What follows belongs to an exercise in optimizing a design on an open flow for small area and a short achievable clock period; a production flow would make more cautious choices.
Function was checked by simulation only, so behaviour that the tests miss may differ from the original.
No activity file was given, so power comes from the tool's default toggle rates.

$ cat flow/design.v
package conv_pkg;
  function automatic integer sq(input integer n);
    sq = n * n;
  endfunction
  function automatic integer nbits(input integer n);
    nbits = $clog2(n + 1);
  endfunction
  localparam int K_DIM  = 3;
  localparam int I_DIM  = 8;
  localparam int M_BITS = 16;
  localparam int O_DIM  = K_DIM + I_DIM - 1;
  localparam int O_SIZE = sq(O_DIM);
  localparam int O_BITS = nbits(O_DIM);
  localparam int A_BITS = nbits(O_SIZE);
  typedef enum logic [0:0] {FILL, DRAIN} out_state_t;
  typedef logic [A_BITS-1:0] addr_t;
  typedef logic [M_BITS-1:0] word_t;
  typedef logic [O_BITS-1:0] coord_t;
endpackage
module out_frame_buf (
  input  logic  clk,
  input  logic  clr,
  input  logic [conv_pkg::O_SIZE-1:0] we,
  input  conv_pkg::word_t wdata,
  input  logic [conv_pkg::O_DIM-1:0]  rrow,
  input  logic [conv_pkg::O_DIM-1:0]  rcol,
  output conv_pkg::word_t rdata,
  output logic  rvalid
);
  localparam int N = conv_pkg::O_DIM;
  conv_pkg::word_t             mem [0:conv_pkg::O_SIZE-1];
  logic [conv_pkg::O_SIZE-1:0] written;
  always_ff @(posedge clk) begin
    for (int s = 0; s < conv_pkg::O_SIZE; s++)
      if (we[s]) mem[s] <= wdata;
  end
  always_ff @(posedge clk) begin
    if (clr) written <= '0;
    else     written <= written | we;
  end
  conv_pkg::word_t row_data [0:N-1];
  logic [N-1:0]    row_valid;
  always_comb begin
    for (int r = 0; r < N; r++) begin
      row_data[r]  = '0;
      row_valid[r] = 1'b0;
      for (int c = 0; c < N; c++) begin
        row_data[r]  = row_data[r]  | (mem[r*N+c] & {conv_pkg::M_BITS{rcol[c]}});
        row_valid[r] = row_valid[r] | (written[r*N+c] & rcol[c]);
      end
    end
    rdata  = '0;
    rvalid = 1'b0;
    for (int r = 0; r < N; r++) begin
      rdata  = rdata  | (row_data[r] & {conv_pkg::M_BITS{rrow[r]}});
      rvalid = rvalid | (row_valid[r] & rrow[r]);
    end
  end
endmodule
module conv_out_ctrl (
  input  logic                clk,
  input  logic                rst,
  input  logic [conv_pkg::M_BITS-1:0] in_data,
  input  logic [2*conv_pkg::O_BITS-1:0] in_user,
  input  logic                in_last,
  input  logic                in_valid,
  output logic                in_ready,
  output logic [conv_pkg::M_BITS-1:0] out_data,
  output logic                out_last,
  output logic                out_valid,
  input  logic                out_ready,
  output logic                err_range,
  output logic                err_miss
);
  localparam int N = conv_pkg::O_DIM;
  logic            drain_q;       
  logic [N-1:0]    rrow_q;        
  logic [N-1:0]    rcol_q;        
  logic            last_q;        
  logic            shown_valid_q; 
  conv_pkg::word_t dout_q;        
  conv_pkg::coord_t row, col;
  logic [N-1:0]    wrow, wcol;
  logic            acc, in_range;
  logic [conv_pkg::O_SIZE-1:0] we;
  conv_pkg::word_t rdata;
  logic            rvalid;
  logic            hs_out, done, advance;
  assign row = in_user[2*conv_pkg::O_BITS-1:conv_pkg::O_BITS];
  assign col = in_user[conv_pkg::O_BITS-1:0];
  assign acc = in_valid && !drain_q;
  always_comb begin
    for (int i = 0; i < N; i++) begin
      wrow[i] = acc && (row == conv_pkg::coord_t'(i));
      wcol[i] = (col == conv_pkg::coord_t'(i));
    end
    for (int r = 0; r < N; r++)
      for (int c = 0; c < N; c++)
        we[r*N+c] = wrow[r] && wcol[c];
  end
  assign in_range = (row < conv_pkg::coord_t'(N)) && (col < conv_pkg::coord_t'(N));
  assign hs_out  = drain_q && out_ready;
  assign done    = hs_out && last_q;
  assign advance = (acc && in_last) || hs_out;
  out_frame_buf u_buf (
    .clk    (clk),
    .clr    (rst || done),
    .we     (we),
    .wdata  (in_data),
    .rrow   (rrow_q),
    .rcol   (rcol_q),
    .rdata  (rdata),
    .rvalid (rvalid)
  );
  always_ff @(posedge clk) begin
    if (rst || done) begin
      drain_q <= 1'b0;
      rrow_q  <= {{(N-1){1'b0}}, 1'b1};
      rcol_q  <= {{(N-1){1'b0}}, 1'b1};
    end else begin
      if (acc && in_last) drain_q <= 1'b1;
      if (advance) begin
        rcol_q <= {rcol_q[N-2:0], rcol_q[N-1]};
        if (rcol_q[N-1]) rrow_q <= {rrow_q[N-2:0], rrow_q[N-1]};
      end
    end
  end
  always_ff @(posedge clk) begin
    if (!drain_q || out_ready) begin
      dout_q        <= we[0] ? in_data : (rvalid ? rdata : '0);
      shown_valid_q <= we[0] || rvalid;
      last_q        <= drain_q && rrow_q[N-1] && rcol_q[N-1];
    end
  end
  assign in_ready  = !drain_q;
  assign out_valid = drain_q;
  assign out_data  = dout_q;
  assign out_last  = last_q;
  always_ff @(posedge clk) begin
    if (rst) begin
      err_range <= 1'b0;
      err_miss  <= 1'b0;
    end else begin
      if (acc && !in_range)
        err_range <= 1'b1;
      if (hs_out && !shown_valid_q)
        err_miss <= 1'b1;
    end
  end
endmodule
$ cat flow/run.sh
#!/bin/bash
# synth_recipe.tcl (not shown) runs the flow's synth.tcl, then flattens the netlist and writes it again
# the make line also repeats each setting of config.mk as NAME=value (left out here)
make -C /OpenROAD-flow-scripts/flow DESIGN_CONFIG=/design/flow/config.mk WORK_HOME=/design/flow/orfs CLKGATE_MAP_FILE= SYNTH_SCRIPT=/design/flow/synth_recipe.tcl finish
$ cat flow/config.mk
export PLATFORM = sky130hd
export DESIGN_NAME = conv_out_ctrl
export DESIGN_NICKNAME = conv_out_ctrl
export VERILOG_FILES = /design/flow/design.v
export SDC_FILE = /design/flow/constraint.sdc
export NUM_CORES = 4
export LEC_CHECK = 0
export CAP_MARGIN = 20
export CORE_MARGIN = 2
export CORE_UTILIZATION = 40
export SETUP_SLACK_MARGIN = 0.3
export SLEW_MARGIN = 20
$ cat flow/constraint.sdc
create_clock -name core_clock -period 5.5 [get_ports {clk}]
set_input_delay 1.1000 -clock core_clock [delete_from_list [all_inputs] [get_ports {clk}]]
set_output_delay 1.1000 -clock core_clock [all_outputs]
set_load 0.01 [all_outputs]
==> results of run 1 <==
## synth_stat cells (3+ instances only)
cell	count	area [sq um]
buf_6	4	45.0
nand2b_1	4	25.0
a22o_1	198	1730
clkbuf_1	120	450
nor3_1	7	35.0
a211oi_2	9	113
and3_1	18	113
buf_1	64	240
nand3_1	9	45.0
o21a_1	31	233
nand2_1	23	86.3
nor2_1	278	1040
a31oi_1	18	113
a21oi_1	12	60.1
a211oi_1	16	120
edfxtp_1	1618	48600
dfxtp_1	123	2460
o21ai_0	7	35.0
mux2i_1	19	190
a222oi_1	16	160
nor2b_1	6	37.5
nand4_1	151	945
a221oi_1	179	1570
a22oi_1	512	3840
inv_1	3	11.3
buf_2	44	220
## flip-flops by register name, summed over array words and instances, names as in the netlist
name and count:
rrow_q 10, err_range 1, u_buf.mem 1600, err_miss 1, rcol_q 10, last_q 1, shown_valid_q 1, u_buf.written 100
drain_q 1, dout_q 16
## worst reg2reg max path, stage by stage, from the launching register on
cell and delay, ns:
dfxtp_4 0.53, buf_12 0.36, a221oi_1 0.54, nand4_1 0.38, a222oi_1 1.03, and3_1 0.31
a211oi_2 0.12
## cell families after synthesis
group	Yosys count	share of synthesized area [%]
DFF	1741	81.5
AOI/OAI and AO/OA	1002	12.8
buffers and inverters	237	1.56
muxes	19	0.304
and+or+nand+nor	500	3.80
## cell type report
cell class	count	area [sq um]	share of cell area [%]
flip-flops and latches	1741	51100	70.9
well taps	2058	2570	3.57
diodes	4	10.0	0.0139
repair buffers	234	2000	2.78
clock buffers	243	4760	6.60
inverters	5	18.8	0.0260
clock inverters	80	805	1.12
multi-input cells	1521	10800	15.0
## power by group through the flow
stage | clock network (mW) | registers (mW) | logic [mW]
after detailed placement | 0 | 14.8 | 0.823
final | 11.6 | 14.5 | 0.830
after global routing | 12.2 | 14.5 | 0.865
after CTS | 11.7 | 14.5 | 0.825
after global placement | 0 | 14.8 | 0.814
after floorplan | 0 | 14.8 | 0.302
## worst paths after layout
check,endpoint,slack [ns],cells past startpoint
setup / recovery,dout_q[7],1.95,6
hold / removal,u_buf.written[77],0.47,2
hold reg to reg,u_buf.written[77],0.47,2
setup reg to reg,dout_q[7],1.95,6
## through the flow
stage | setup slack, ns | utilization [%] | area, sq um | total power [mW]
finish | 1.95 | 46.3 | 72100 | 27.0
global route | 1.87 | 46.3 | 72100 | 27.6
CTS | 2.06 | 46.3 | 72100 | 27.1
detailed placement | 1.32 | 42.7 | 66500 | 15.6
global placement | 1.31 | 42.7 | 66500 | 15.6
floorplan | 2.47 | - | 62600 | 15.1
## layer usage
metal / track usage [%] / up-vias / share of wire (%)
li1: - / 15032 / -
met1: 33.8 / 18998 / 42
met2: 33.6 / 2023 / 45
met3: 5.57 / 245 / 11
met4: 5.83 / 18 / 2.4
met5: 0 / - / 0.060
==> results by group, run 1 <==
Worst setup path
  – CP Cell Sequence: buf_12 > a221oi_1 > nand4_1 > a222oi_1 > and3_1 > a211oi_2
  – Slowest CP cell: a222oi_1
  – Max stage delay on crit path: between 1 and 1.5 ns
  – Setup crit start: rcol_q[4]
  – Top delay family on crit path: compound AO/OA/AOI/OAI gates
  – Setup CP Type: reg -> reg
  – Worst reg2reg startpoint: rcol_q[4]
  – Crit Path Max Fanout: 65
  – Startpoint Class: flip-flop
  – Worst Path Required: 6.00 ns
  – CP Buf/Inv Count: 1
  – Critical Path AT: 4.04 ns
  – Crit end category: flip-flop

Die
  – # rows: 145
  – Core ar.: roughly 160000 sq um
  – Starting density of the core: about two fifths
  – Die width: 400 microns
  – IO Pins: 50
  – Die H: around 400 microns
  – DIE AREA: around 160000 sq um

Logic synthesis
  – Syn nets: 3528
  – Mapped Area: 62600 sq um
  – Main synth FF type: edfxtp_1
  – FFs w/ async S/R, synth: 0%
  – Post-synth EDFFs: 1618
  – Gate Count Post-Synth: about 3500
  – Synth cell types: 35
  – Sequential share of the synthesized area: 81.5%
  – Synth warn: 4
  – Mean Syn Cell Area: about 18 sq um
  – FF+latch count, synth: approximately 1700

Hold path
  – Origin of the worst min-delay path: u_buf.written[77]
  – HP Class: reg -> reg

Finish
  – Area Overhead vs Synth: 15.1%
  – Fillers: 13073
  – Proportion of layout cells with a drive suffix above 1: 14.4%
  – Final #Nets: 3705
  – Post-Layout Cell Count: 5886
  – Commonest cells after routing, fill and taps aside: edfxtp_1 (1618), a22oi_1 (512), a22o_1 (198)
  – Commonest non-fill, non-tap cell in the layout: edfxtp_1

STA
  – Slew HR: 16.0%
  – RSZ-0062 raised after global routing: false
  – Fin Hold WS: around 0.47 ns
  – Setup TNS: 0 ns
  – Hold Vio Cnt, Final: 0
  – Pins over their slew limit: 0
  – Final Critical Period: 3.55 ns
  – Final Cycle Share: 64.5%
  – Max Fclk: 282 MHz
  – Clock Skew: between 0.02 and 0.03 ns
  – Setup violators final: 0
  – Worst-Margin Slew: 1.26 ns

Power
  – Switching share of power: a little over a fifth
  – Clock Power Share: between 40% and 50%
  – P_sw: 5.64 mW
  – Logic pwr share: 3.1%
  – Power Internal: approximately 21 mW
  – Sequential power share: between 50 and 60%
  – LEAKAGE: roughly 22 nW
  – Max VDD drop: 254 uV
  – Pwr/cell area: 374 nW/um^2

Clock network
  – Hold buffer count at cts: 0
  – Bufs on Longest Clock Path: 3
  – Worst-path clk slew: 0.06 ns
  – Clk root buf: clkbuf_16
  – CTS Sinks: 1741
  – H-tree Lvls: 4
  – Total CTS buffers: 173
  – CTS tree: done
  – Setup Fix Bufs, Post-CTS: 0
  – Worst skew pair latency: 0.78 ns
  – Post_cts resized: 0

Place
  – Final GP Congestion: 0.886
  – Placed Cells: 5558
  – IO Port Bufs: 49
  – Detailed placer's ending HPWL: between 100000 and 150000 microns

Route
  – Routed Antenna Nets: 0
  – TritonRoute pass-1 iters: 8
  – Total wire length: 184000 microns
  – 1st-iter DRT viols: about 5300
  – Wire per inst: between 30 and 40 microns
  – Vias per inst: 6.17
  – DR DRC count: 0
  – Via count: 36316

GRT
  – Initial antenna violation count: 13
  – Largest net degree at the start of global routing: approximately 90
  – GRT Residual Overflow: 0
  – Vias in the first global route: ~34000
  – Global-route total usage across every layer: a little under a quarter
  – Global-route wire length before repair: about 260000 microns

Flow run
  – Max cap viols: 0

Status
  – Outcome: finished clean
==> run 2: changes to the inputs <==
--- a/flow/config.mk
+++ b/flow/config.mk
@@ -8,5 +8,5 @@
 export CAP_MARGIN = 20
 export CORE_MARGIN = 2
 export CORE_UTILIZATION = 40
-export SETUP_SLACK_MARGIN = 0.3
+export SETUP_SLACK_MARGIN = 3.0
 export SLEW_MARGIN = 20
==> results by group, run 2 <==
Status
  – Outcome: finished clean

Finish
  – Proportion of layout cells with a drive suffix above 1: 20.8% (+6.5 points)
  – Area Overhead vs Synth: 20.8%
  – Final #Nets: 3841 (+3.7%)
  – Fin util: 48.5% (+2.3 points)
  – Multi-input gate area: 11800 sq um (+8.9%)
  – Top flop regs: u_buf.mem (1600), u_buf.written (100), dout_q (16)
  – FF+latch area: 51100 sq um (about the same)
  – Most flops, register: u_buf.mem
  – Fillers: 12669 (-3.1%)
  – Largest register FFs: 1600 (unchanged)
  – Commonest non-fill, non-tap cell in the layout: edfxtp_1
  – Commonest cells after routing, fill and taps aside: edfxtp_1 (1618), a22oi_1 (505), a22o_1 (197)

Place
  – Final GP Congestion: 0.893 (+0.73%)
  – IO Port Bufs: 49 (unchanged)
  – Detailed placer's ending HPWL: 105000 microns (-1.6%)

Worst setup path
  – Critical Path AT: 3.87 ns (-0.17 ns)
  – Startpoint Class: flip-flop
  – Crit Path Max Fanout: 11 (-83%)
  – Crit end category: flip-flop
  – Setup CP Type: reg -> reg
  – Worst Path Required: 6.02 ns (+0.02 ns)

STA
  – Worst-Margin Slew: 1.40 ns (+0.141 ns)
  – Hold Vio Cnt, Final: 0 (unchanged)
  – Slew HR: 6.58% (-9.4 points)
  – Setup violators final: 0 (unchanged)
  – Pins over their slew limit: 0 (unchanged)
  – Final Cycle Share: 60.9% (-3.5 points)
  – Max Fclk: 298 MHz (+5.8%)
  – Final Critical Period: 3.35 ns (-0.195 ns)
  – RSZ-0062 raised after global routing: true
  – Fin Hold WS: 0.471 ns (+0.00278 ns)
  – Setup TNS: 0 ns (unchanged)
  – Clock Skew: 0.0263 ns (+0.000422 ns)

Logic synthesis
  – Post-synth EDFFs: 1618 (unchanged)
  – Main synth FF type: edfxtp_1
  – Synth top cells by count: edfxtp_1 (1618), a22oi_1 (512), nor2_1 (278), a22o_1 (198), a221oi_1 (179)
  – Synth top area cells: edfxtp_1 (78%), a22oi_1 (6.1%), dfxtp_1 (3.9%)
  – Area share of the largest cell type after synthesis: 77.6% (unchanged)
  – Sequential share of the synthesized area: 81.5% (unchanged)
  – Syn nets: 3528 (unchanged)
  – FF+latch count, synth: 1741 (unchanged)
  – Synth cell types: 35 (unchanged)
  – Gate Count Post-Synth: 3499 (unchanged)
  – Count leader, synth: edfxtp_1
  – Mean Syn Cell Area: 17.9 sq um (unchanged)
  – Post-Synth XOR/XNOR Area: 0% (unchanged)
  – Synth Area in Compound Gates: 12.8% (unchanged)
  – Mapped Area: 62600 sq um (unchanged)
  – Synth warn: 4 (unchanged)
  – FFs w/ async S/R, synth: 0% (unchanged)
  – Synth Area in Simple Gates: 3.80% (unchanged)
  – Largest family of logic cells by synthesized area: compound AO/OA/AOI/OAI gates
  – Multiplexer share of the synthesized area: 0.304% (unchanged)
  – Adder-cell share of the synthesized area: 0% (unchanged)
  – Largest area contributor in the netlist: edfxtp_1

GRT
  – GRT Residual Overflow: 0 (unchanged)
  – Initial antenna violation count: 17 (+4)
  – Global-route total usage across every layer: 24.0% (+1.3 points)
  – Vias in the first global route: 35372 (+3.9%)
  – Largest net degree at the start of global routing: 88 (-4.3%)
  – Met1 usage: 33.9% (+0.11 points)
  – Met2 Use GR: 37.0% (+3.4 points)
  – Global-route wire length before repair: 272000 microns (+4.6%)
  – GRT busiest layer: met2
  – Met3 Use GR: 5.46% (-0.11 points)

Route
  – Wire per inst: 32.5 microns (+3.8%)
  – Via count: 37503 (+3.3%)
  – Total wire length: 196000 microns (+6.2%)
  – TritonRoute pass-1 iters: 9 (+1)
  – Routed Antenna Nets: 0 (unchanged)
  – DR DRC count: 0 (unchanged)
  – 1st-iter DRT viols: 5374 (+1.5%)
  – Vias per inst: 6.23 (+0.92%)

Clock network
  – Worst skew pair latency: 0.78 ns (about the same)
  – Worst-path clk slew: 0.06 ns (about the same)
  – Clk root buf: clkbuf_16
  – CTS Sinks: 1741 (unchanged)
  – Bufs on Longest Clock Path: 3 (unchanged)
  – Hold buffer count at cts: 0 (unchanged)
  – H-tree Lvls: 4 (unchanged)
  – Total CTS buffers: 174 (+0.58%)
  – CTS tree: done

Die
  – # rows: 145 (unchanged)
  – Die width: 400 microns (unchanged)
  – Core ar.: 156000 sq um (unchanged)
  – IO Pins: 50 (unchanged)
  – Die H: 400 microns (unchanged)
  – DIE AREA: 160000 sq um (unchanged)
  – Starting density of the core: 40.2% (unchanged)

Hold path
  – HP Class: reg -> reg

Power
  – Max VDD drop: 310 uV (+22%)
  – LEAKAGE: 23.7 nW (+6.8%)
  – Pwr/cell area: 358 nW/um^2 (-4.3%)

Flow run
  – Max cap viols: 0 (unchanged)
run 2: path summary, 6_finish.rpt:
path	startpoint	endpoint	slack, ns	cells after the start
worst max-delay path	rcol_q[2]	dout_q[7]	2.15	7
worst min-delay path	u_buf.written[39]	u_buf.written[39]	0.47	2
worst max register to register	rcol_q[2]	dout_q[7]	2.15	7
worst min register to register	u_buf.written[39]	u_buf.written[39]	0.47	2
run 2: final cells by class:
class / instances / share of cell area [%]
diodes: 8 / 0.0265
inverters: 5 / 0.0281
clock inverters: 92 / 1.09
well taps: 2058 / 3.40
clock buffers: 229 / 6.26
repair buffers: 368 / 6.02
flip-flops and latches: 1741 / 67.6
multi-input cells: 1522 / 15.6
run 2: per-layer routing:
metal,up-vias,part of all wire [%]
li1,15339,-
met1,19608,40
met2,2209,46
met3,337,11
met4,10,3.1
met5,-,0.13
run 2: through the flow:
stage                     power [mW]  std cells  cell area [sq um]  setup slack, ns
after global routing            27.7       6016              75600             2.31
after detailed placement        15.6       5509              66300             1.16
final                           27.1       6023              75600             2.15
after floorplan                 15.1       3499              63000             2.60
after CTS                       27.1       5986              75000             2.44
after global placement          15.6       5509              66300             1.27
run 2: report_power, final:
group          switching (mW)  total [mW]  internal (mW)  leakage (nW)
Sequential             0.0234        14.5           14.5          15.6
Clock                    4.93        11.6           6.71          2.74
Combinational           0.693       0.942          0.250          5.37
Total                    5.65        27.1           21.4          23.7
run 2: logic make-up (layout without fill, tap and decap cells):
logic type | after synthesis | count (layout)
AOI/OAI and AO/OA | 1002 | 1002
buffers and inverters | 237 | 694
DFF | 1741 | 1741
muxes | 19 | 19
other | 0 | 8
and+or+nand+nor | 500 | 501
run 2: worst max-delay path, cell delays in order (launching register included):
cell and delay (ns):
dfxtp_4 0.43, buf_16 0.20, a22o_1 0.24, a221oi_2 0.16, nand4_1 0.25, a222oi_1 1.22, and3_4 0.45, a211oi_2 0.08
run 2: repair_timing:
action                     in CTS  in global routing
setup endpoints to repair    1641                810
buffers inserted              141                 23
cloned                         15                  4
pin swaps                     120                 39
resized for setup             284                 80
==> run 3: changes to the inputs <==
--- a/flow/config.mk
+++ b/flow/config.mk
@@ -7,6 +7,6 @@
 export LEC_CHECK = 0
 export CAP_MARGIN = 20
 export CORE_MARGIN = 2
-export CORE_UTILIZATION = 40
+export CORE_UTILIZATION = 60
 export SETUP_SLACK_MARGIN = 3.0
 export SLEW_MARGIN = 20
==> results by group, run 3 <==
Route
  – Routed Antenna Nets: 0 (unchanged)
  – TritonRoute pass-1 iters: 8 (-1)
  – Via count: 38693 (+3.2%)
  – 1st-iter DRT viols: 7266 (+35%)
  – Wire per inst: 38.6 microns (+19%)
  – DR DRC count: 0 (unchanged)
  – Total wire length: 207000 microns (+5.8%)
  – Vias per inst: 7.22 (+16%)

STA
  – Setup TNS: 0 ns (unchanged)
  – Max Fclk: 324 MHz (+8.6%)
  – Pins over their slew limit: 0 (unchanged)
  – Final Cycle Share: 56.1% (-4.8 points)
  – Clock Skew: 0.0259 ns (-0.000399 ns)
  – Hold Vio Cnt, Final: 0 (unchanged)
  – RSZ-0062 raised after global routing: true
  – Final Critical Period: 3.09 ns (-0.265 ns)
  – Setup violators final: 0 (unchanged)
  – Worst-Margin Slew: 1.26 ns (-0.142 ns)
  – Slew HR: 16.1% (+9.5 points)

Flow run
  – Max cap viols: 0 (unchanged)

Die
  – Die H: 327 microns (-18%)
  – IO Pins: 50 (unchanged)
  – Starting density of the core: 60.5% (+20 points)
  – # rows: 118 (-19%)
  – DIE AREA: 107000 sq um (-33%)
  – Die width: 327 microns (-18%)
  – Core ar.: 103000 sq um (-34%)

GRT
  – Global-route wire length before repair: 281000 microns (+3.4%)
  – GRT Residual Overflow: 0 (unchanged)
  – Vias in the first global route: 36356 (+2.8%)
  – Largest net degree at the start of global routing: 79 (-10%)
  – Initial antenna violation count: 11 (-6)
  – Global-route total usage across every layer: 38.0% (+14 points)

Finish
  – Fillers: 6155 (-51%)
  – Proportion of layout cells with a drive suffix above 1: 21.7% (+0.86 points)
  – Commonest cells after routing, fill and taps aside: edfxtp_1 (1618), a22oi_1 (491), buf_4 (196)
  – Commonest non-fill, non-tap cell in the layout: edfxtp_1
  – FF+latch area: 51100 sq um (about the same)
  – Top flop regs: u_buf.mem (1600), u_buf.written (100), dout_q (16)
  – Largest register FFs: 1600 (unchanged)
  – Area Overhead vs Synth: 20.3%
  – Final #Nets: 3872 (+0.81%)
  – Multi-input gate area: 12100 sq um (+2.8%)
  – Most flops, register: u_buf.mem

Hold path
  – HP Class: reg -> reg
  – Hold endpoint: u_buf.written[99]
  – Origin of the worst min-delay path: u_buf.written[99]
  – Min-Delay Path Depth: 1 (-1)

Place
  – Final GP Congestion: 0.957 (+7.2%)
  – IO Port Bufs: 49 (unchanged)
  – Detailed placer's ending HPWL: 112000 microns (+6.9%)

Logic synthesis
  – Post-synth EDFFs: 1618 (unchanged)
  – Syn nets: 3528 (unchanged)
  – Adder-cell share of the synthesized area: 0% (unchanged)
  – Synth Area in Simple Gates: 3.80% (unchanged)
  – FF+latch count, synth: 1741 (unchanged)
  – Largest area contributor in the netlist: edfxtp_1
  – FFs w/ async S/R, synth: 0% (unchanged)
  – Multiplexer share of the synthesized area: 0.304% (unchanged)
  – Post-Synth XOR/XNOR Area: 0% (unchanged)
  – Gate Count Post-Synth: 3499 (unchanged)
  – Largest family of logic cells by synthesized area: compound AO/OA/AOI/OAI gates
  – Synth top area cells: edfxtp_1 (78%), a22oi_1 (6.1%), dfxtp_1 (3.9%)
  – Mapped Area: 62600 sq um (unchanged)
  – Main synth FF type: edfxtp_1
  – Sequential share of the synthesized area: 81.5% (unchanged)
  – Mean Syn Cell Area: 17.9 sq um (unchanged)
  – Synth cell types: 35 (unchanged)
  – Synth warn: 4 (unchanged)
  – Count leader, synth: edfxtp_1
  – Synth top cells by count: edfxtp_1 (1618), a22oi_1 (512), nor2_1 (278), a22o_1 (198), a221oi_1 (179)
  – Area share of the largest cell type after synthesis: 77.6% (unchanged)
  – Synth Area in Compound Gates: 12.8% (unchanged)

Worst setup path
  – Worst Path Required: 6.00 ns (-0.02 ns)
  – RR Endpoint: dout_q[5]
  – Register-to-Register Path Depth: 7 (unchanged)
  – Crit Path Max Fanout: 4 (-7)
  – Startpoint Class: flip-flop
  – Crit end category: flip-flop
  – R2R setup slack: 2.41 ns (+0.26 ns)
  – Worst reg2reg startpoint: rcol_q[2]
  – Setup CP Type: reg -> reg
  – Critical Path AT: 3.59 ns (-0.28 ns)

Clock network
  – Clk root buf: clkbuf_16
  – Worst skew pair latency: 0.78 ns (about the same)
  – Total CTS buffers: 168 (-3.4%)
  – CTS tree: done
  – Worst-path clk slew: 0.06 ns (about the same)
  – H-tree Lvls: 4 (unchanged)
  – CTS Sinks: 1741 (unchanged)
  – Hold buffer count at cts: 0 (unchanged)
  – Bufs on Longest Clock Path: 3 (unchanged)

Power
  – Pwr/cell area: 356 nW/um^2 (-0.45%)
  – Total chip power: 26.8 mW (-0.86%)
  – LEAKAGE: 23.9 nW (+1.0%)
  – Max VDD drop: 321 uV (+3.5%)

Status
  – Outcome: finished clean
[run 3: cell types whose count changed in the layout (fill, tap and decap cells not counted), sizes merged, moves of 3 or more]
cell         change
clkinv           -6
buf             +31
dlygate4sd2      +4
inv              -3
clkbuf           -4
diode            -3
[run 3: per-stage QoR]
step / std cells / worst slack (ns) / utilization [%] / hold WS (ns) / instance area [sq um]
after floorplan: 3499 / 2.60 / - / 0.441 / 63000
after global placement: 4835 / 1.16 / 63.2 / 0.447 / 65400
final: 5361 / 2.41 / 72.8 / 0.471 / 75300
after global routing: 5357 / 2.48 / 72.8 / 0.476 / 75300
after detailed placement: 4835 / 1.20 / 63.2 / 0.455 / 65400
after CTS: 5322 / 2.53 / 71.9 / 0.468 / 74400
[run 3: how the worst max path moves through the flow]
stage	slack, ns	cells after the start	startpoint	endpoint
global placement	1.16	4	in_user[5]	u_buf.mem[95][1]
finish	2.41	7	rcol_q[2]	dout_q[5]
detailed placement	1.20	4	in_user[5]	u_buf.mem[90][7]
floorplan	2.60	3	in_user[3]	u_buf.mem[31][0]
global route	2.48	8	rcol_q[2]	dout_q[1]
CTS	2.53	7	rcol_q[3]	dout_q[4]
[run 3: layout make-up]
cell class	count	share of cell area (%)
inverters	5	0.0266
repair buffers	406	6.65
flip-flops and latches	1741	67.8
well taps	1380	2.29
multi-input cells	1521	16.1
clock buffers	219	6.04
clock inverters	84	1.02
diodes	5	0.0166
[run 3: cells by family after synthesis]
family,after synthesis
multiplexers,19
flip-flops,1741
AO/OA/AOI/OAI,1002
buffers and inverters,237
AND/OR/NAND/NOR,500
[run 3: where the power goes]
group / internal [mW] / switching [mW]
clock: 6.50 / 4.78
combinational: 0.289 / 0.780
sequential: 14.5 / 0.0194
[run 3: routing by layer]
layer,up-vias,wire length [microns],track usage (%)
met5,-,43,0
met4,6,10600,16.8
met3,467,25400,8.97
met2,3025,95100,58.1
met1,19813,75700,53.0
li1,15382,-,-
[run 3: critical path, stage by stage, from the launching register on]
cell and delay [ns]:
dfxtp_4 0.37, buf_8 0.17, a22o_4 0.28, a221oi_4 0.20
nand4_1 0.28, a222oi_1 1.10, and3_1 0.32, a211oi_1 0.08
[run 3: what timing repair did]
item	4_1_cts	5_1_grt
buffers inserted	176	21
endpoints found under the setup margin	1748	808
pin swaps	114	37
gates cloned	8	9
gates resized for setup	323	89
==> run 4: changes to the inputs <==
--- a/flow/config.mk
+++ b/flow/config.mk
@@ -5,8 +5,9 @@
 export SDC_FILE = /design/flow/constraint.sdc
 export NUM_CORES = 4
 export LEC_CHECK = 0
+export ABC_CLOCK_PERIOD_IN_PS = 2500
 export CAP_MARGIN = 20
 export CORE_MARGIN = 2
 export CORE_UTILIZATION = 60
-export SETUP_SLACK_MARGIN = 3.0
+export SETUP_SLACK_MARGIN = 2.5
 export SLEW_MARGIN = 20
==> results by group, run 4 <==
Status
  – Outcome: finished clean

Route
  – Met3 wire len: 23000 microns (-9.6%)
  – 1st-iter DRT viols: 6555 (-9.8%)
  – DR DRC count: 0 (unchanged)
  – Met2 wire len: 89000 microns (-6.5%)
  – Routed Antenna Nets: 0 (unchanged)
  – TritonRoute pass-1 iters: 7 (-1)
  – Via count: 37720 (-2.5%)
  – Vias per inst: 7.19 (-0.34%)
  – Total wire length: 194000 microns (-6.4%)
  – DR top layer: met5
  – Met1 Wirelength: 73900 microns (-2.3%)
  – Wire per inst: 37.0 microns (-4.3%)

Flow run
  – Max cap viols: 0 (unchanged)

STA
  – Setup violators final: 0 (unchanged)
  – Setup TNS: 0 ns (unchanged)
  – Fin Hold WS: 0.473 ns (+0.00196 ns)
  – Fin worst setup slack: 2.39 ns (-0.0269 ns)
  – Final Cycle Share: 56.6% (+0.49 points)
  – Hold Vio Cnt, Final: 0 (unchanged)
  – Clock Skew: 0.0155 ns (-0.0104 ns)
  – Final Critical Period: 3.11 ns (+0.0269 ns)
  – Slew HR: 19.0% (+2.9 points)
  – Pins over their slew limit: 0 (unchanged)
  – Max Fclk: 321 MHz (-0.87%)
  – RSZ-0062 raised after global routing: true
  – Worst-Margin Slew: 1.22 ns (-0.0440 ns)

Hold path
  – Origin of the worst min-delay path: u_buf.written[87]
  – Min-Delay Path Depth: 1 (unchanged)
  – HP Class: reg -> reg

Power
  – Pwr/cell area: 369 nW/um^2 (+3.5%)
  – LEAKAGE: 22.7 nW (-5.3%)
  – Max VDD drop: 303 uV (-5.6%)

GRT
  – Global-route total usage across every layer: 35.9% (-2.1 points)
  – GRT Residual Overflow: 0 (unchanged)
  – Vias in the first global route: 35653 (-1.9%)
  – Initial antenna violation count: 17 (+6)
  – Largest net degree at the start of global routing: 102 (+29%)
  – Global-route wire length before repair: 268000 microns (-4.6%)

Clock network
  – Bufs on Longest Clock Path: 3 (unchanged)
  – Total CTS buffers: 170 (+1.2%)
  – Worst skew pair latency: 0.76 ns (-0.02 ns)
  – CTS Sinks: 1741 (unchanged)
  – Worst-path clk slew: 0.06 ns (about the same)
  – H-tree Lvls: 4 (unchanged)
  – CTS tree: done
  – Clk root buf: clkbuf_16

Logic synthesis
  – FFs w/ async S/R, synth: 0% (unchanged)
  – Count leader, synth: edfxtp_1
  – Syn nets: 3528 (unchanged)
  – Gate Count Post-Synth: 3499 (unchanged)
  – Sequential share of the synthesized area: 81.5% (unchanged)
  – FF+latch count, synth: 1741 (unchanged)
  – Synth cell types: 35 (unchanged)
  – Synth top area cells: edfxtp_1 (78%), a22oi_1 (6.1%), dfxtp_1 (3.9%)
  – Synth top cells by count: edfxtp_1 (1618), a22oi_1 (512), nor2_1 (278), a22o_1 (198), a221oi_1 (179)
  – Synth warn: 4 (unchanged)
  – Post-synth EDFFs: 1618 (unchanged)
  – Mean Syn Cell Area: 17.9 sq um (unchanged)
  – Largest area contributor in the netlist: edfxtp_1
  – Main synth FF type: edfxtp_1
  – Mapped Area: 62600 sq um (unchanged)
  – Area share of the largest cell type after synthesis: 77.6% (unchanged)

Worst setup path
  – Worst reg2reg startpoint: rcol_q[3]
  – Startpoint Class: flip-flop
  – Crit end category: flip-flop
  – Worst Path Required: 5.98 ns (-0.02 ns)
  – Critical Path AT: 3.59 ns (about the same)
  – Setup CP Type: reg -> reg
  – Setup crit start: rcol_q[3]
  – Crit Path Max Fanout: 24 (+20)
  – Register-to-Register Path Depth: 6 (-1)

Place
  – Final GP Congestion: 0.913 (-4.6%)
  – Placed Cells: 4849 (+0.29%)
  – IO Port Bufs: 49 (unchanged)
  – Detailed placer's ending HPWL: 106000 microns (-5.5%)
  – Worst slack at placement: 1.25 ns (+0.0531 ns)

Finish
  – Post-Layout Cell Count: 5244 (-2.2%)
  – Largest register FFs: 1600 (unchanged)
  – Proportion of layout cells with a drive suffix above 1: 15.3% (-6.4 points)
  – Commonest non-fill, non-tap cell in the layout: edfxtp_1
  – Area Overhead vs Synth: 15.6%
  – Top flop regs: u_buf.mem (1600), u_buf.written (100), dout_q (16)
  – Commonest cells after routing, fill and taps aside: edfxtp_1 (1618), a22oi_1 (508), nor2_1 (241)
  – Final #Nets: 3752 (-3.1%)
  – Most flops, register: u_buf.mem

Die
  – DIE AREA: 107000 sq um (unchanged)
  – Starting density of the core: 60.5% (unchanged)
  – Die H: 327 microns (unchanged)
  – IO Pins: 50 (unchanged)
  – Core ar.: 103000 sq um (unchanged)
  – Die width: 327 microns (unchanged)
  – # rows: 118 (unchanged)
run 4: cell counts after synthesis:
No cell type changed its count.
run 4: through the flow:
| stage | util, % | total power, mW | cell area (sq um) |
|---|---|---|---|
| after detailed placement | 63.0 | 15.6 | 65200 |
| after CTS | 69.2 | 26.7 | 71700 |
| after global routing | 69.9 | 27.3 | 72400 |
| final | 70.0 | 26.7 | 72400 |
| after global placement | 63.0 | 15.6 | 65200 |
| after floorplan | - | 15.1 | 62600 |
run 4: layout make-up:
| type | count | area [sq um] |
|---|---|---|
| tap | 1380 | 1730 |
| clock buffer | 241 | 4770 |
| antenna | 5 | 12.5 |
| multi-input combinational | 1521 | 11100 |
| sequential | 1741 | 51100 |
| clock inverter | 67 | 637 |
| fill | 6627 | 31100 |
| timing repair buffer | 284 | 3050 |
| inverter | 5 | 20.0 |
run 4: per-layer routing:
metal  vias to the layer above  global-route usage [%]
met2                      2721                    54.9
met5                         -                       0
met3                       430                    7.99
met4                        16                    13.0
li1                      15129                       -
met1                     19424                    51.5
run 4: worst paths after layout:
path / to / slack, ns
min reg2reg: u_buf.written[87] / 0.47
max: dout_q[5] / 2.39
min: u_buf.written[87] / 0.47
max reg2reg: dout_q[5] / 2.39
run 4: cells by family after synthesis:
group           Yosys count  share of synthesized area [%]
buf+inv                 237                           1.56
flops                  1741                           81.5
simple gates            500                           3.80
mux                      19                          0.304
compound gates         1002                           12.8
run 4: worst max-delay path: stages, from the launching register on:
cell and delay [ns]:
dfxtp_4 0.42, buf_8 0.20, a221oi_2 0.25, nand4_1 0.33, a222oi_1 1.14, and3_1 0.34
a211oi_1 0.09
run 4: power breakdown:
group	switching, mW	internal (mW)	leakage (nW)
combinational	0.661	0.213	4.44
sequential	0.0350	14.5	15.6
clock	4.70	6.61	2.65
run 4: what timing repair did:
item / CTS / global route
pin swaps: 33 / 35
hold buffers: 0 / 0
gates cloned: 1 / 3
setup endpoints to repair: 501 / 551
buffers inserted: 44 / 32
resized for setup: 75 / 40
==> run 5: changes to the inputs <==
--- a/flow/config.mk
+++ b/flow/config.mk
@@ -10,4 +10,4 @@
 export CORE_MARGIN = 2
 export CORE_UTILIZATION = 60
 export SETUP_SLACK_MARGIN = 2.5
-export SLEW_MARGIN = 20
+export SLEW_MARGIN = 60
==> results by group, run 5 <==
Route
  – Vias per inst: 7.09 (-1.4%)
  – 1st-iter DRT viols: 5695 (-13%)
  – Routed Antenna Nets: 0 (unchanged)
  – Via count: 37223 (-1.3%)
  – Total wire length: 185000 microns (-4.4%)
  – TritonRoute pass-1 iters: 6 (-1)
  – DR DRC count: 0 (unchanged)
  – Wire per inst: 35.3 microns (-4.5%)

GRT
  – GRT Residual Overflow: 0 (unchanged)
  – Vias in the first global route: 35315 (-0.95%)
  – Initial antenna violation count: 9 (-8)
  – Largest net degree at the start of global routing: 73 (-28%)
  – Global-route wire length before repair: 261000 microns (-2.9%)
  – Global-route total usage across every layer: 34.5% (-1.3 points)

Logic synthesis
  – Main synth FF type: edfxtp_1
  – Syn nets: 3528 (unchanged)
  – Synth warn: 4 (unchanged)
  – Area share of the largest cell type after synthesis: 77.6% (unchanged)
  – Post-synth EDFFs: 1618 (unchanged)
  – Synth Area in Compound Gates: 12.8% (unchanged)
  – Largest family of logic cells by synthesized area: compound AO/OA/AOI/OAI gates
  – Synth Area in Simple Gates: 3.80% (unchanged)
  – Largest area contributor in the netlist: edfxtp_1
  – Synth top area cells: edfxtp_1 (78%), a22oi_1 (6.1%), dfxtp_1 (3.9%)
  – Sequential share of the synthesized area: 81.5% (unchanged)
  – Mean Syn Cell Area: 17.9 sq um (unchanged)
  – Adder-cell share of the synthesized area: 0% (unchanged)
  – Mapped Area: 62600 sq um (unchanged)
  – Count leader, synth: edfxtp_1
  – FF+latch count, synth: 1741 (unchanged)
  – Multiplexer share of the synthesized area: 0.304% (unchanged)
  – FFs w/ async S/R, synth: 0% (unchanged)
  – Synth cell types: 35 (unchanged)
  – Gate Count Post-Synth: 3499 (unchanged)
  – Synth top cells by count: edfxtp_1 (1618), a22oi_1 (512), nor2_1 (278), a22o_1 (198), a221oi_1 (179)
  – Post-Synth XOR/XNOR Area: 0% (unchanged)

Worst setup path
  – Crit end category: flip-flop
  – Setup CP Type: reg -> reg
  – CP Buf/Inv Count: 5 (+4)
  – Max stage delay on crit path: 0.45 ns (-0.69 ns)
  – RR Endpoint: dout_q[7]
  – Startpoint Class: flip-flop
  – Worst reg2reg startpoint: rcol_q[4]
  – Top delay family on crit path: buffers and inverters
  – Setup crit start: rcol_q[4]
  – R2R setup slack: 2.45 ns (+0.06 ns)
  – Crit Path Max Fanout: 21 (-13%)
  – Register-to-Register Path Depth: 10 (+4)
  – Worst Path Required: 6.02 ns (+0.04 ns)
  – CP Cell Sequence: buf_12 > buf_16 > buf_4 > a221oi_1 > nand4_1 > a222oi_1 > clkbuf_2 > buf_2 > and3_1 > a211oi_2
  – Slowest CP cell: a222oi_1
  – Critical Path AT: 3.57 ns (-0.02 ns)

Place
  – Placed Cells: 4908 (+1.2%)
  – IO Port Bufs: 49 (unchanged)
  – Final GP Congestion: 0.913 (unchanged)
  – Detailed placer's ending HPWL: 110000 microns (+3.4%)

Hold path
  – Hold endpoint: u_buf.written[87]
  – Origin of the worst min-delay path: u_buf.written[87]
  – Min-Delay Path Depth: 1 (unchanged)
  – HP Class: reg -> reg

STA
  – RSZ-0062 raised after global routing: true
  – Fin Hold WS: 0.467 ns (-0.00643 ns)
  – Clock Skew: 0.0220 ns (+0.00651 ns)
  – Final Cycle Share: 55.5% (-1.1 points)
  – Max Fclk: 328 MHz (+2.1%)
  – Slew HR: 59.2% (+40 points)
  – Setup violators final: 0 (unchanged)
  – Hold Vio Cnt, Final: 0 (unchanged)
  – Setup TNS: 0 ns (unchanged)
  – Pins over their slew limit: 0 (unchanged)
  – Final Critical Period: 3.05 ns (-0.0627 ns)
  – Worst-Margin Slew: 0.612 ns (-0.603 ns)

Die
  – # rows: 118 (unchanged)
  – Die H: 327 microns (unchanged)
  – Starting density of the core: 60.5% (unchanged)
  – Die width: 327 microns (unchanged)
  – IO Pins: 50 (unchanged)
  – Core ar.: 103000 sq um (unchanged)
  – DIE AREA: 107000 sq um (unchanged)

Clock network
  – H-tree Lvls: 4 (unchanged)
  – Clk root buf: clkbuf_16
  – CTS Sinks: 1741 (unchanged)
  – Hold buffer count at cts: 0 (unchanged)
  – CTS tree: done
  – Worst-path clk slew: 0.06 ns (about the same)
  – Total CTS buffers: 171 (+0.59%)
  – Bufs on Longest Clock Path: 3 (unchanged)
  – Worst skew pair latency: 0.78 ns (+0.02 ns)

Finish
  – Area Overhead vs Synth: 15.5%
  – Post-Layout Cell Count: 5251 (+0.13%)
  – Commonest cells after routing, fill and taps aside: edfxtp_1 (1618), a22oi_1 (511), nor2_1 (240)
  – Most flops, register: u_buf.mem
  – Largest register FFs: 1600 (unchanged)
  – Commonest non-fill, non-tap cell in the layout: edfxtp_1
  – Proportion of layout cells with a drive suffix above 1: 15.3% (about the same)
  – Final #Nets: 3756 (+0.11%)
  – Top flop regs: u_buf.mem (1600), u_buf.written (100), dout_q (16)

Power
  – Max VDD drop: 312 uV (+3.1%)
  – Pwr/cell area: 372 nW/um^2 (+0.80%)
  – LEAKAGE: 22.7 nW (+0.12%)

Flow run
  – Max cap viols: 0 (unchanged)

Status
  – Outcome: finished clean
## run 5: final cells by class
class / instances / area (sq um)
multi-input combinational: 1521 / 11100
fill: 6642 / 31200
tap: 1380 / 1730
antenna: 2 / 5.00
sequential: 1741 / 51100
timing repair buffer: 287 / 2850
clock buffer: 248 / 4970
clock inverter: 67 / 581
inverter: 5 / 21.3
## run 5: worst max-delay path by stage
stage | endpoint | slack (ns) | depth (start not counted)
2_1_floorplan | u_buf.mem[84][0] | 2.47 | 5
3_3_place_gp | u_buf.mem[60][14] | 1.30 | 4
3_5_place_dp | dout_q[13] | 1.66 | 8
4_1_cts | dout_q[6] | 2.50 | 9
5_1_grt | u_buf.mem[47][9] | 2.36 | 7
6_report | dout_q[7] | 2.45 | 10
## run 5: logic make-up (layout without fill, tap and decap cells)
group,count (synthesis),in the layout
multiplexers,19,19
AO/OA/AOI/OAI,1002,1002
buffers and inverters,237,607
AND/OR/NAND/NOR,500,500
flip-flops,1741,1741
other,0,2
## run 5: timing repair
item / in CTS / in global routing
pin swaps: 10 / 13
gates resized for setup: 18 / 24
setup endpoints to repair: 17 / 161
buffers inserted: 3 / 8
## run 5: per-layer routing
layer / wire [microns] / up-vias / GRT usage (%)
met5: 57 / - / 0
met2: 85500 / 2507 / 52.3
met3: 21600 / 313 / 6.92
li1: - / 15112 / -
met4: 5950 / 8 / 11.7
met1: 72200 / 19283 / 51.0
## run 5: stage by stage
step | power, mW | cell area [sq um] | worst slack, ns | util (%)
after floorplan | 15.1 | 62600 | 2.47 | -
after global placement | 15.6 | 65200 | 1.30 | 63.0
after detailed placement | 15.6 | 66300 | 1.66 | 64.0
after CTS | 26.9 | 71900 | 2.50 | 69.5
after global routing | 27.5 | 72300 | 2.36 | 69.9
final | 26.9 | 72300 | 2.45 | 69.9
## run 5: power breakdown
group	switching [mW]	total [mW]	internal, mW
registers	0.0273	14.5	14.5
clock network	4.79	11.5	6.69
logic	0.660	0.896	0.236
total	5.48	26.9	21.4
==> run 6: changes to the inputs <==
--- a/flow/config.mk
+++ b/flow/config.mk
@@ -8,6 +8,7 @@
 export ABC_CLOCK_PERIOD_IN_PS = 2500
 export CAP_MARGIN = 20
 export CORE_MARGIN = 2
-export CORE_UTILIZATION = 60
+export CORE_UTILIZATION = 75
+export CTS_CLUSTER_SIZE = 25
 export SETUP_SLACK_MARGIN = 2.5
 export SLEW_MARGIN = 60
==> results by group, run 6 <==
Status
  – Outcome: finished clean

Logic synthesis
  – Largest area contributor in the netlist: edfxtp_1
  – Gate Count Post-Synth: 3499 (unchanged)
  – Mapped Area: 62600 sq um (unchanged)
  – Sequential share of the synthesized area: 81.5% (unchanged)
  – FFs w/ async S/R, synth: 0% (unchanged)
  – Synth top area cells: edfxtp_1 (78%), a22oi_1 (6.1%), dfxtp_1 (3.9%)
  – Synth cell types: 35 (unchanged)
  – Synth top cells by count: edfxtp_1 (1618), a22oi_1 (512), nor2_1 (278), a22o_1 (198), a221oi_1 (179)
  – Mean Syn Cell Area: 17.9 sq um (unchanged)
  – Main synth FF type: edfxtp_1
  – Count leader, synth: edfxtp_1
  – Post-synth EDFFs: 1618 (unchanged)
  – Syn nets: 3528 (unchanged)
  – FF+latch count, synth: 1741 (unchanged)
  – Area share of the largest cell type after synthesis: 77.6% (unchanged)
  – Synth warn: 4 (unchanged)

Route
  – Wire per inst: 37.5 microns (+6.3%)
  – Routed Antenna Nets: 0 (unchanged)
  – TritonRoute pass-1 iters: 8 (+2)
  – Via count: 38744 (+4.1%)
  – DR DRC count: 0 (unchanged)
  – Vias per inst: 7.87 (+11%)
  – 1st-iter DRT viols: 7826 (+37%)
  – Total wire length: 185000 microns (-0.40%)

Worst setup path
  – Slowest CP cell: nor4b_2
  – Top delay family on crit path: simple AND/OR/NAND/NOR gates
  – RR Endpoint: dout_q[3]
  – WP depth: 6 (-4)
  – Startpoint Class: input pin
  – Worst Path Required: 5.91 ns (-0.11 ns)
  – Critical Path AT: 3.59 ns (+0.02 ns)
  – Worst reg2reg startpoint: rcol_q[1]
  – CP Cell Sequence: clkdlybuf4s50_1 > nand2b_1 > nor4b_2 > nand2_2 > nor2_1 > buf_4
  – Register-to-Register Path Depth: 7 (-3)
  – Crit Path Max Fanout: 17 (-19%)
  – Setup CP Type: in -> reg
  – CP Buf/Inv Count: 2 (-3)
  – Crit end category: flip-flop
  – Max stage delay on crit path: 0.69 ns (+0.24 ns)
  – R2R setup slack: 2.47 ns (+0.02 ns)

Clock network
  – Bufs on Longest Clock Path: 3 (unchanged)
  – CTS Sinks: 1741 (unchanged)
  – Clk root buf: clkbuf_16
  – Worst skew pair latency: 0.78 ns (about the same)
  – Total CTS buffers: 160 (-6.4%)
  – CTS tree: done
  – H-tree Lvls: 4 (unchanged)
  – Worst-path clk slew: 0.06 ns (about the same)

Place
  – Worst slack at placement: 1.29 ns (-0.363 ns)
  – Placed Cells: 4596 (-6.4%)
  – Area after DPL: 65700 sq um (-0.87%)
  – Final GP Congestion: 0.916 (+0.26%)
  – Detailed placer's ending HPWL: 104000 microns (-5.3%)
  – IO Port Bufs: 49 (unchanged)

Die
  – Starting density of the core: 76.0% (+16 points)
  – DIE AREA: 85800 sq um (-20%)
  – Core ar.: 82400 sq um (-20%)
  – Die H: 293 microns (-10%)
  – Die width: 293 microns (-10%)
  – IO Pins: 50 (unchanged)
  – # rows: 105 (-11%)

STA
  – Fin Hold WS: 0.471 ns (+0.00377 ns)
  – Final Cycle Share: 58.0% (+2.5 points)
  – Pins over their slew limit: 0 (unchanged)
  – Setup violators final: 0 (unchanged)
  – Worst-Margin Slew: 0.694 ns (+0.0814 ns)
  – RSZ-0062 raised after global routing: true
  – Clock Skew: 0.0424 ns (+0.0203 ns)
  – Fin worst setup slack: 2.31 ns (-0.137 ns)
  – Setup TNS: 0 ns (unchanged)
  – Slew HR: 53.6% (-5.6 points)
  – Hold Vio Cnt, Final: 0 (unchanged)
  – Final Critical Period: 3.19 ns (+0.137 ns)
  – Max Fclk: 314 MHz (-4.3%)

GRT
  – Global-route wire length before repair: 261000 microns (about the same)
  – Met1 usage: 61.6% (+11 points)
  – Largest net degree at the start of global routing: 79 (+8.2%)
  – GRT busiest layer: met2
  – Initial antenna violation count: 7 (-2)
  – GRT Residual Overflow: 0 (unchanged)
  – Global-route total usage across every layer: 43.3% (+8.8 points)
  – Vias in the first global route: 36822 (+4.3%)
  – Met2 Use GR: 64.5% (+12 points)
  – Met3 Use GR: 11.1% (+4.2 points)

Finish
  – Proportion of layout cells with a drive suffix above 1: 14.8% (-0.52 points)
  – Finished layout cell area: 71600 sq um (-0.96%)
  – Top flop regs: u_buf.mem (1600), u_buf.written (100), dout_q (16)
  – Post-Layout Cell Count: 4920 (-6.3%)
  – Area Overhead vs Synth: 14.4%
  – Final #Nets: 3744 (-0.32%)
  – Commonest cells after routing, fill and taps aside: edfxtp_1 (1618), a22oi_1 (511), nor2_1 (249)
  – Fillers: 3221 (-52%)
  – Largest register FFs: 1600 (unchanged)
  – Commonest non-fill, non-tap cell in the layout: edfxtp_1
  – Most flops, register: u_buf.mem

Flow run
  – Max cap viols: 0 (unchanged)

Power
  – Max VDD drop: 433 uV (+39%)
  – Pwr/cell area: 374 nW/um^2 (+0.56%)
  – LEAKAGE: 22.6 nW (-0.58%)

Hold path
  – HP Class: reg -> reg
  – Hold endpoint: u_buf.written[83]
  – Min-Delay Path Depth: 1 (unchanged)
  – Origin of the worst min-delay path: u_buf.written[83]
-- run 6: cell type report --
class	instances	area, sq um	share of cell area, %
clock buffers	209	4360	6.09
diodes	1	2.50	0.00349
well taps	1070	1340	1.87
repair buffers	286	2840	3.96
multi-input cells	1521	10900	15.2
flip-flops and latches	1741	51100	71.3
inverters	5	18.8	0.0262
clock inverters	87	1050	1.47
-- run 6: routing by layer --
| metal | vias to the layer above | wire, microns |
|---|---|---|
| met4 | 12 | 9590 |
| met2 | 3964 | 84200 |
| li1 | 15064 | - |
| met3 | 602 | 28800 |
| met1 | 19102 | 61900 |
| met5 | - | 81 |
-- run 6: metrics by stage --
step                      utilization, %  power, mW
final                               86.9       26.8
after global routing                86.9       27.2
after CTS                           86.5       26.7
after detailed placement            79.7       15.6
after global placement              78.8       15.5
after floorplan                        -       15.1
-- run 6: worst reg2reg max path: stages (launching register included) --
cell and delay, ns:
dfxtp_4 0.54, buf_6 0.35, a22o_1 0.31, a221oi_1 0.44, nand4_1 0.46, a22o_1 0.32
a211oi_1 0.24, a211oi_1 0.11
-- run 6: worst max path at each step --
stage / startpoint / end / slack (ns)
floorplan: in_user[5] / u_buf.mem[84][0] / 2.47
global placement: in_valid / u_buf.mem[68][6] / 1.26
detailed placement: in_valid / dout_q[15] / 1.29
CTS: rcol_q[5] / dout_q[15] / 2.46
global route: in_valid / u_buf.mem[94][3] / 2.37
finish: in_valid / u_buf.mem[94][0] / 2.31
-- run 6: timing repair --
| action | 4_1_cts | 5_1_grt |
|---|---|---|
| hold buffers | 0 | 0 |
| cloned | 0 | 1 |
| pin swaps | 7 | 11 |
| endpoints found under the setup margin | 109 | 564 |
| setup buffers | 10 | 6 |
| resized for setup | 20 | 29 |
-- run 6: cells by family (layout without fill, tap and decap cells) --
kind of cell,Yosys count,count (layout),synth area share [%]
AOI/OAI and AO/OA,1002,1002,12.8
buffers and inverters,237,587,1.56
DFF,1741,1741,81.5
muxes,19,19,0.304
other,0,1,0
and+or+nand+nor,500,500,3.80
-- run 6: power breakdown --
group	total, mW	switching, mW	internal [mW]
Sequential	14.5	0.0289	14.5
Combinational	0.886	0.659	0.227
Clock	11.4	4.88	6.50
Total	26.8	5.57	21.2
==> run 7: changes to the inputs <==
--- a/flow/design.v
+++ b/flow/design.v
@@ -74,6 +74,7 @@
 );
   localparam int N = conv_pkg::O_DIM;
   logic            drain_q;       
+  logic            fill_q;        
   logic [N-1:0]    rrow_q;        
   logic [N-1:0]    rcol_q;        
   logic            last_q;        
@@ -115,10 +116,14 @@
   always_ff @(posedge clk) begin
     if (rst || done) begin
       drain_q <= 1'b0;
+      fill_q  <= 1'b1;
       rrow_q  <= {{(N-1){1'b0}}, 1'b1};
       rcol_q  <= {{(N-1){1'b0}}, 1'b1};
     end else begin
-      if (acc && in_last) drain_q <= 1'b1;
+      if (acc && in_last) begin
+        drain_q <= 1'b1;
+        fill_q  <= 1'b0;
+      end
       if (advance) begin
         rcol_q <= {rcol_q[N-2:0], rcol_q[N-1]};
         if (rcol_q[N-1]) rrow_q <= {rrow_q[N-2:0], rrow_q[N-1]};
@@ -132,7 +137,7 @@
       last_q        <= drain_q && rrow_q[N-1] && rcol_q[N-1];
     end
   end
-  assign in_ready  = !drain_q;
+  assign in_ready  = fill_q;
   assign out_valid = drain_q;
   assign out_data  = dout_q;
   assign out_last  = last_q;
==> flow/flow/run.sh (new file) <==
#!/bin/bash
# Standard ORFS layout, except that the port buffers start as buf_4
# (resizable within the buf footprint) instead of the default pick.
set -euo pipefail
bash standard.sh BUFFER_PORTS_ARGS="-buffer_cell sky130_fd_sc_hd__buf_4" finish > orfs_make.log 2>&1
==> flow/standard.sh (new file) <==
#!/bin/bash
# synth_recipe.tcl (not shown) runs the flow's synth.tcl, then flattens the netlist and writes it again
# the make line also repeats each setting of config.mk as NAME=value (left out here)
make -C /OpenROAD-flow-scripts/flow DESIGN_CONFIG=/design/flow/config.mk WORK_HOME=/design/flow/orfs CLKGATE_MAP_FILE= SYNTH_SCRIPT=/design/flow/synth_recipe.tcl "${@:-finish}"
--- a/flow/config.mk
+++ b/flow/config.mk
@@ -8,7 +8,6 @@
 export ABC_CLOCK_PERIOD_IN_PS = 2500
 export CAP_MARGIN = 20
 export CORE_MARGIN = 2
-export CORE_UTILIZATION = 75
-export CTS_CLUSTER_SIZE = 25
+export CORE_UTILIZATION = 60
 export SETUP_SLACK_MARGIN = 2.5
 export SLEW_MARGIN = 60
removed: flow/run.sh
==> results by group, run 7 <==
Power
  – Total chip power: 26.5 mW (-0.98%)
  – LEAKAGE: 22.7 nW (+0.56%)
  – Pwr/cell area: 364 nW/um^2 (-2.6%)
  – Max VDD drop: 333 uV (-23%)

Logic synthesis
  – Count leader, synth: edfxtp_1
  – Synth cell types: 37 (+5.7%)
  – Mapped Area: 62600 sq um (about the same)
  – FFs w/ async S/R, synth: 0% (unchanged)
  – Synth top cells by count: edfxtp_1 (1618), a22oi_1 (512), nor2_1 (212), a22o_1 (198), a221oi_1 (179)
  – Mean Syn Cell Area: 17.9 sq um (about the same)
  – Synth top area cells: edfxtp_1 (78%), a22oi_1 (6.1%), dfxtp_1 (4.0%)
  – Synth warn: 4 (unchanged)
  – Main synth FF type: edfxtp_1
  – FF+latch count, synth: 1742 (+0.057%)
  – Largest area contributor in the netlist: edfxtp_1
  – Gate Count Post-Synth: 3499 (unchanged)
  – Post-synth EDFFs: 1618 (unchanged)
  – Syn nets: 3528 (unchanged)
  – Area share of the largest cell type after synthesis: 77.6% (about the same)
  – Sequential share of the synthesized area: 81.5% (about the same)

Clock network
  – Worst-path clk slew: 0.06 ns (about the same)
  – Worst skew pair latency: 0.77 ns (about the same)
  – CTS Sinks: 1742 (+0.057%)
  – CTS tree: done
  – Total CTS buffers: 169 (+5.6%)
  – Bufs on Longest Clock Path: 3 (unchanged)
  – Clk root buf: clkbuf_16
  – H-tree Lvls: 4 (unchanged)

STA
  – Hold Vio Cnt, Final: 0 (unchanged)
  – Worst-Margin Slew: 0.638 ns (-0.0553 ns)
  – Max Fclk: 334 MHz (+6.4%)
  – RSZ-0062 raised after global routing: true
  – Pins over their slew limit: 0 (unchanged)
  – Final Cycle Share: 54.5% (-3.5 points)
  – Fin Hold WS: 0.447 ns (-0.0241 ns)
  – Setup violators final: 0 (unchanged)
  – Final Critical Period: 2.99 ns (-0.193 ns)
  – Setup TNS: 0 ns (unchanged)
  – Clock Skew: 0.0239 ns (-0.0185 ns)
  – Fin worst setup slack: 2.51 ns (+0.193 ns)
  – Slew HR: 57.5% (+3.9 points)

Hold path
  – Min-Delay Path Depth: 2 (+1)
  – Origin of the worst min-delay path: fill_q
  – Hold endpoint: fill_q
  – HP Class: reg -> reg

Finish
  – Top flop regs: u_buf.mem (1600), u_buf.written (100), dout_q (16)
  – Final #Nets: 3782 (+1.0%)
  – Finished layout cell area: 72800 sq um (+1.7%)
  – Most flops, register: u_buf.mem
  – Proportion of layout cells with a drive suffix above 1: 17.5% (+2.7 points)
  – Commonest non-fill, non-tap cell in the layout: edfxtp_1
  – Fillers: 6628 (+110%)
  – Commonest cells after routing, fill and taps aside: edfxtp_1 (1618), a22oi_1 (507), a22o_1 (197)
  – Fin util: 70.4% (-17 points)
  – Post-Layout Cell Count: 5279 (+7.3%)
  – Largest register FFs: 1600 (unchanged)
  – Area Overhead vs Synth: 16.2%

Worst setup path
  – Startpoint Class: flip-flop
  – Crit end category: flip-flop
  – Worst Path Required: 6.00 ns (+0.09 ns)
  – RR Endpoint: dout_q[4]
  – R2R setup slack: 2.51 ns (+0.04 ns)
  – Register-to-Register Path Depth: 11 (+4)
  – Setup CP Type: reg -> reg
  – Crit Path Max Fanout: 13 (-4)
  – Critical Path AT: 3.49 ns (-0.10 ns)
  – Worst reg2reg startpoint: rcol_q[2]

Place
  – Area after DPL: 66700 sq um (+1.5%)
  – IO Port Bufs: 49 (unchanged)
  – Detailed placer's ending HPWL: 113000 microns (+8.9%)
  – Worst slack at placement: 1.52 ns (+0.227 ns)
  – Final GP Congestion: 0.903 (-1.4%)
  – Placed Cells: 4915 (+6.9%)

Route
  – Routed Antenna Nets: 0 (unchanged)
  – Via count: 37204 (-4.0%)
  – Vias per inst: 7.05 (-11%)
  – 1st-iter DRT viols: 5695 (-27%)
  – TritonRoute pass-1 iters: 6 (-2)
  – Total wire length: 188000 microns (+1.9%)
  – Wire per inst: 35.6 microns (-5.0%)
  – DR DRC count: 0 (unchanged)

Die
  – # rows: 118 (+12%)
  – Core ar.: 103000 sq um (+26%)
  – IO Pins: 50 (unchanged)
  – DIE AREA: 107000 sq um (+25%)
  – Starting density of the core: 60.5% (-15 points)
  – Die width: 327 microns (+12%)
  – Die H: 327 microns (+12%)

GRT
  – Largest net degree at the start of global routing: 80 (+1.3%)
  – Global-route wire length before repair: 262000 microns (+0.49%)
  – Initial antenna violation count: 10 (+3)
  – Vias in the first global route: 35231 (-4.3%)
  – GRT Residual Overflow: 0 (unchanged)
  – Global-route total usage across every layer: 34.8% (-8.5 points)

Flow run
  – Max cap viols: 0 (unchanged)

Status
  – Outcome: finished clean
[run 7: cell types whose count changed in the layout (fill, tap and decap cells not counted), sizes merged, moves of 9 or more]
cell           previous run  this run
clkinv                   62        71
buf                     244       305
clkdlybuf4s50            31         0
o21a                     31        56
bufinv                   18         8
nor2                    278       212
nand2                    23        56
mux2i                    19         0
nand3                     9        21
a21oi                    12        28
clkbuf                  215       238
[run 7: report_power, final]
part           leakage (nW)  internal, mW  total (mW)  switching [mW]
Clock                  2.59          6.34        11.1            4.76
Sequential             15.6          14.5        14.5          0.0243
Combinational          4.51         0.239       0.904           0.665
Total                  22.7          21.1        26.5            5.45
[run 7: worst max-delay path, stage by stage (launching register included)]
cell	delay, ns
dfxtp_4	0.40
buf_12	0.19
buf_16	0.18
a22o_4	0.26
a221oi_2	0.17
nand4_1	0.35
a22o_1	0.37
nor4_4	0.24
buf_4	0.16
clkbuf_4	0.17
buf_4	0.15
a211oi_1	0.06
[run 7: what timing repair did]
item	4_1_cts	5_1_grt
hold buffers	0	0
pin swaps	6	18
buffers inserted	6	11
gates resized for setup	13	27
setup endpoints to repair	26	92
cloned	0	4
[run 7: area by class of cell]
class / count / area [sq um] / share of cell area, %
clock buffers: 227 / 4680 / 6.42
diodes: 4 / 10.0 / 0.0137
flip-flops and latches: 1742 / 51100 / 70.2
multi-input cells: 1520 / 11300 / 15.5
inverters: 3 / 13.8 / 0.0189
repair buffers: 317 / 3350 / 4.60
clock inverters: 86 / 627 / 0.861
well taps: 1380 / 1730 / 2.37
[run 7: kinds of logic (layout without fill, tap and decap cells)]
kind of cell / count (synthesis) / count (layout) / share of synthesized area, %
compound gates: 1042 / 1042 / 13.2
buf+inv: 237 / 633 / 1.55
flops: 1742 / 1742 / 81.5
other cells: 0 / 4 / 0
simple gates: 478 / 478 / 3.70
[run 7: how the worst max path moves through the flow]
stage	startpoint	endpoint
floorplan	in_valid	u_buf.mem[30][0]
global placement	in_valid	dout_q[9]
detailed placement	in_valid	dout_q[4]
CTS	drain_q	u_buf.mem[34][8]
global route	rcol_q[8]	dout_q[13]
finish	rcol_q[2]	dout_q[4]
[run 7: routing by layer]
metal | global-route usage [%] | vias up | part of all wire (%)
li1 | - | 15212 | -
met1 | 49.3 | 19169 | 38
met2 | 52.5 | 2390 | 46
met3 | 8.56 | 413 | 11
met4 | 14.0 | 20 | 4.3
met5 | 0 | - | 0.095
==> run 8: changes to the inputs <==
--- a/flow/config.mk
+++ b/flow/config.mk
@@ -5,9 +5,9 @@
 export SDC_FILE = /design/flow/constraint.sdc
 export NUM_CORES = 4
 export LEC_CHECK = 0
-export ABC_CLOCK_PERIOD_IN_PS = 2500
+export ABC_CLOCK_PERIOD_IN_PS = 2200
 export CAP_MARGIN = 20
 export CORE_MARGIN = 2
 export CORE_UTILIZATION = 60
-export SETUP_SLACK_MARGIN = 2.5
+export SETUP_SLACK_MARGIN = 3.2
 export SLEW_MARGIN = 60
==> results by group, run 8 <==
Flow run
  – Max cap viols: 0 (unchanged)

Logic synthesis
  – Largest area contributor in the netlist: edfxtp_1
  – Synth warn: 4 (unchanged)
  – FF+latch count, synth: 1742 (unchanged)
  – FFs w/ async S/R, synth: 0% (unchanged)
  – Synth top area cells: edfxtp_1 (78%), a22oi_1 (6.1%), dfxtp_1 (4.0%)
  – Post-synth EDFFs: 1618 (unchanged)
  – Main synth FF type: edfxtp_1
  – Mapped Area: 62600 sq um (unchanged)

STA
  – Setup TNS: 0 ns (unchanged)
  – Worst-Margin Slew: 0.636 ns (-0.00267 ns)
  – Final Critical Period: 2.76 ns (-0.239 ns)
  – Hold Vio Cnt, Final: 0 (unchanged)
  – RSZ-0062 raised after global routing: true

Finish
  – Most flops, register: u_buf.mem
  – Commonest non-fill, non-tap cell in the layout: edfxtp_1
  – Finished layout cell area: 75800 sq um (+4.1%)
  – Fillers: 6170 (-6.9%)
  – Fin util: 73.2% (+2.9 points)

GRT
  – GRT Residual Overflow: 0 (unchanged)
  – Largest net degree at the start of global routing: 86 (+7.5%)
  – Initial antenna violation count: 15 (+5)

Worst setup path
  – R2R setup slack: 2.74 ns (+0.24 ns)
  – Slowest CP cell: dfxtp_4
  – Setup CP Type: reg -> reg
  – Startpoint Class: flip-flop
  – Worst reg2reg startpoint: rcol_q[3]
  – Crit end category: flip-flop
  – CP most frequent cell: buf_12
  – Worst Path Required: 6.01 ns (about the same)
  – CP Buf/Inv Count: 3 (-2)

Power
  – Sequential power share: 55.1% (+0.4 points)
  – Pwr/cell area: 348 nW/um^2 (-4.5%)
  – Max VDD drop: 294 uV (-12%)
  – Total chip power: 26.3 mW (-0.59%)

Clock network
  – Clk root buf: clkbuf_16
  – Worst-path clk slew: 0.06 ns (about the same)
  – Total CTS buffers: 166 (-1.8%)

Place
  – Area after DPL: 67400 sq um (+1.1%)
  – Placed Cells: 4902 (-0.26%)

Die
  – Starting density of the core: 60.5% (unchanged)
  – Core ar.: 103000 sq um (unchanged)
  – Die H: 327 microns (unchanged)
  – IO Pins: 50 (unchanged)

Hold path
  – HP Class: reg -> reg
  – Hold endpoint: fill_q

Status
  – Outcome: finished clean

Route
  – DR DRC count: 0 (unchanged)
  – Vias per inst: 7.06 (+0.23%)
==> run 8: cell types whose count changed in the layout (fill, tap and decap cells not counted), sizes merged <==
| cell | change |
|---|---|
| buf | +114 |
| bufinv | -1 |
| clkinv | -10 |
| bufbuf | +17 |
| diode | +1 |
| clkbuf | -6 |
| inv | -4 |
| clkinvlp | +2 |
==> run 8: logic make-up after synthesis <==
logic type	Yosys count	synth area share, %
flops	1742	81.5
buf+inv	237	1.55
compound gates	1042	13.2
simple gates	478	3.70
==> run 8: how the worst max path moves through the flow <==
stage | cells past startpoint | from | slack [ns] | endpoint
2_1_floorplan | 4 | in_valid | 2.61 | u_buf.mem[14][0]
3_3_place_gp | 5 | in_valid | 1.68 | u_buf.mem[4][6]
5_1_grt | 10 | rcol_q[4] | 2.72 | dout_q[6]
3_5_place_dp | 9 | in_valid | 1.81 | dout_q[4]
4_1_cts | 9 | rcol_q[4] | 2.84 | dout_q[12]
6_report | 8 | rcol_q[3] | 2.74 | dout_q[6]
==> run 8: area by class of cell <==
| class | count | area (sq um) | area share [%] |
|---|---|---|---|
| antenna | 5 | 12.5 | 0.0165 |
| inverter | 3 | 16.3 | 0.0215 |
| clock inverter | 73 | 522 | 0.688 |
| sequential | 1742 | 51100 | 67.4 |
| tap | 1380 | 1730 | 2.28 |
| timing repair buffer | 442 | 5560 | 7.34 |
| clock buffer | 227 | 4620 | 6.10 |
| multi-input combinational | 1520 | 12200 | 16.1 |
==> run 8: power groups by stage <==
stage	Clock (mW)	Combinational (mW)	Sequential, mW
after floorplan	0	0.319	14.8
after global placement	0	0.776	14.8
after detailed placement	0	0.840	14.8
after CTS	10.9	0.913	14.5
after global routing	11.4	0.987	14.5
final	10.9	0.959	14.5
==> run 8: routing by layer <==
layer  vias to the layer above  track usage (%)  part of all wire [%]
li1                      15505                -                     -
met1                     19552             50.8                    37
met2                      2650             55.4                    47
met3                       364             8.81                    12
met4                        18             15.4                   4.3
met5                         -                0                 0.064
==> run 8: what timing repair did <==
action | in CTS | in global routing
pin swaps | 98 | 52
cloned | 19 | 1
resized for setup | 144 | 34
endpoints found under the setup margin | 829 | 281
endpoints found under the hold margin | 0 | 0
setup buffers | 120 | 35
hold buffers | 0 | 0
==> run 8: worst reg2reg max path: stages (launching register included) <==
cell	delay, ns
dfxtp_4	0.44
buf_12	0.21
buf_12	0.20
buf_4	0.26
a221oi_2	0.33
nand4_1	0.33
a222oi_1	0.42
and3_1	0.24
a211oi_2	0.08

Setup slack of run 8, layout unchanged: 2.744 ns with ideal ports, 2.744 ns with driving cells assumed (clock clkbuf_16, inputs buf_2), 2.269 ns with port delays also shifted by the 0.836 ns mid clock arrival.
